What follows belongs to an exercise in optimizing a design on an open flow for small area, a short achievable clock period and few clock cycles per item; a production flow would make more cautious choices. Where RTL was checked, it was by simulation tests only, not by an equivalence proof against the original. Power figures rest on the tool's default switching activity, not on a simulated workload.

maple:
==> flow/design.v (excerpt) <==
module fft_bitrev_buf
(
  input  logic clk,
  input  logic rst,
  input  logic din_vld,
  input  logic din_last,
  input  logic [9:0] din_re,
  input  logic [9:0] din_im,
  input  logic dout_rdy,
  output logic din_rdy,
  output logic dout_vld,
  output logic dout_last,
  output logic [5:0] dout_idx,
  output logic [9:0] dout_re,
  output logic [9:0] dout_im,
  output logic err_frame
);
Size in the first run: about 2,900 cells after synthesis, roughly 1,400 flip-flops, about 55 I/O pins, about 50,000 um2 of cells after synthesis.
Settings: LEC_CHECK=0, CAP_MARGIN=20, CORE_MARGIN=2, CORE_UTILIZATION=40, CTS_BUF_LIST=sky130_fd_sc_hd__clkbuf_16, CTS_CLUSTER_DIAMETER=80, CTS_CLUSTER_SIZE=25, SETUP_SLACK_MARGIN=3.8, SLEW_MARGIN=20; clock period 6.5 ns.
run.sh (not shown) runs the stock make flow with config.mk's settings and CLKGATE_MAP_FILE= SYNTH_SCRIPT=/design/flow/synth_recipe.tcl, a recipe that flattens the netlist after the stock synthesis.
The final layout from maple, which completed every stage, passed the timing, DRC and antenna checks at the end of the flow.
> inputs changed (maple -> oak)
Settings: removing CTS_CLUSTER_SIZE (formerly 25); removing CTS_CLUSTER_DIAMETER (formerly 80); removing CTS_BUF_LIST (formerly sky130_fd_sc_hd__clkbuf_16).
[summary]
Comparing oak against maple, there is no change at all in cell count of the worst hold path.
oak against maple: area overhead of the layout relative to synthesis up 5.0 points, sequential share of layout area down 2.7 points, clock buffer count in the final layout up 108, clock share of power up 13 points.
Looking at master of the slowest instance on the critical path, the or4_4 result is from oak; the a2111oi_1 one comes from maple.
Function was not checked in any run of this note: the RTL went through the layout flow alone.

== run A ==
fft_bitrev_buf, a different RTL version from the one above (not shown whole).
Size: ~4600 cells after synthesis, about 1400 flip-flops, about 0.053 mm2 of cells after synthesis.
make LEC_CHECK=0 CAP_MARGIN=20 CORE_MARGIN=2 CORE_UTILIZATION=55 CTS_BUF_LIST=sky130_fd_sc_hd__clkbuf_16 CTS_CLUSTER_DIAMETER=80 CTS_CLUSTER_SIZE=25 GPL_ROUTABILITY_DRIVEN=0 SETUP_SLACK_MARGIN=4.0 SLEW_MARGIN=20 SYNTH_HIERARCHICAL=1 finish   # period 6.5 ns
Testbench counts of run A, summed over its fixed seeds: cycles 19,909, samples 16,384.
[inputs] run B vs run A
- CORE_UTILIZATION: 55 -> 60
- GPL_ROUTABILITY_DRIVEN: 0 -> unset
Summary — required time reported for the critical path endpoint, run B relative to run A: lower, by 0.02 ns.
When run B is set beside run A, its post-route non-filler standard cell count turns out to be about 1.8% smaller.
Changes observed in run B relative to run A: count of non-CTS inverters in the layout saw an increase, delay contributed by the slowest stage of the critical path picked up an extra 0.09 ns.
Between run A and run B, the proportion of cell area occupied by registers does not differ in any meaningful way.
Max post-cts sizing count across run A and run B: run B
Global-route total usage across every layer ends up lower on run A.
Run B and run A ended up with roughly the same fraction of layout cells with a size suffix above 1.
Run B vs run A: post-route fraction of the period consumed by the critical path up
Between run B and run A, it is run B whose total length of routed wires is lower, by about 3.4%.
Changes in run C relative to run B:
- a change of CORE_UTILIZATION from 60 to 55
- an added PLACE_DENSITY of 0.8
--- outcome ---
Run C vs run B — worst IR drop on VDD dropped 27%. In run C the non-clock buffer count turned out 3 lower than in run B. The flow did not stop early for run C: all stages ran, and the layout cleared the timing, DRC and antenna checks. Run B | status: complete | timing, DRC, antenna: pass. Run C: number of standard cells in the final layout excluding fillers higher than run B. Delta (run C minus run B): overall routed net length went down; fraction of area in clock buffers and inverters went down; maximum number of buffers from clock root to sink did not really move; area used by multi-input combinational logic did not really move.
> inputs changed (run C -> run D)
- PLACE_DENSITY: 0.8 -> unset
[summary]
Re maximum frequency: run C was lower than run D. Run D vs run C: met1 track demand over resource in global routing up. Run D against run C; global-route wire length before repair is up by a few percent.

fft_bitrev_buf, a different RTL version from the one above (not shown whole).
For scale: about 55 I/O pins, about 50000 um^2 of cells after synthesis.
==> flow/config.mk <==
export PLATFORM = sky130hd
export DESIGN_NAME = fft_bitrev_buf
export DESIGN_NICKNAME = fft_bitrev_buf
export VERILOG_FILES = /design/flow/design.v
export SDC_FILE = /design/flow/constraint.sdc
export NUM_CORES = 4
export LEC_CHECK = 0
export CAP_MARGIN = 20
export CORE_MARGIN = 2
export CORE_UTILIZATION = 55
export CTS_BUF_LIST = sky130_fd_sc_hd__clkbuf_16
export CTS_CLUSTER_DIAMETER = 80
export CTS_CLUSTER_SIZE = 25
export SETUP_SLACK_MARGIN = 4.2
export SLEW_MARGIN = 20
==> flow/constraint.sdc <==
create_clock -name core_clock -period 6.5 [get_ports {clk}]
set_input_delay 1.3000 -clock core_clock [delete_from_list [all_inputs] [get_ports {clk}]]
set_output_delay 1.3000 -clock core_clock [all_outputs]
set_load 0.01 [all_outputs]
The first run produced a clean layout.
Change:
SETUP_SLACK_MARGIN = 4.1   (was 4.2)
Outcome:
- non-clock buffer count came out lower by 10
- final cell count fell by 0.50%
- combinational power went down by about 5%
- final area came out lower by 0.51%
Change:
SETUP_SLACK_MARGIN = 4.0   (was 4.1)
After rerunning: The new run completed without violations; worst hold slack loses 0.010 ns; utilization came out lower by 1.5 points; design area came out lower by 2.4%; global-route usage came out lower by 0.77 points; total power came out lower by 0.40%.
Function was not checked in any run of this note: the RTL went through the layout flow alone.

re-timing with driven ports:
Ports are ideal in the flow. The routed layouts listed here were re-timed in OpenROAD.
Step 1: set_driving_cell puts a clkbuf_16 on clk and a buf_2 on each other input, an assumption about the parent block.
Step 2 adds t to the input delays and takes it off the output delays; t is the mean of the earliest and latest rising clock arrival at the registers after step 1. Input paths then give back, and output paths get back, about the clock's delay inside the block.
Slacks: ideal / step 1 / step 2; pairs: ideal / step 1.
run	t, ns	setup slack, ns	latest minus earliest clock arrival (ns)
maple	0.806	3.640 / 3.640 / 3.147	0.046 / 0.046
oak	0.860	3.591 / 3.591 / 3.095	0.040 / 0.040
run A	0.752	3.941 / 3.903 / 3.371	0.028 / 0.028
run B	0.728	3.888 / 3.888 / 3.491	0.029 / 0.029
run C	0.726	3.904 / 3.904 / 3.403	0.037 / 0.038
run D	0.752	3.941 / 3.903 / 3.371	0.028 / 0.028
the first run of note 3	0.734	3.984 / 3.918 / 3.446	0.025 / 0.025
the second run of note 3	0.756	3.944 / 3.874 / 3.504	0.037 / 0.036
the third run of note 3	0.750	3.956 / 3.897 / 3.555	0.023 / 0.023
After both steps setup and hold are still met in every run listed.
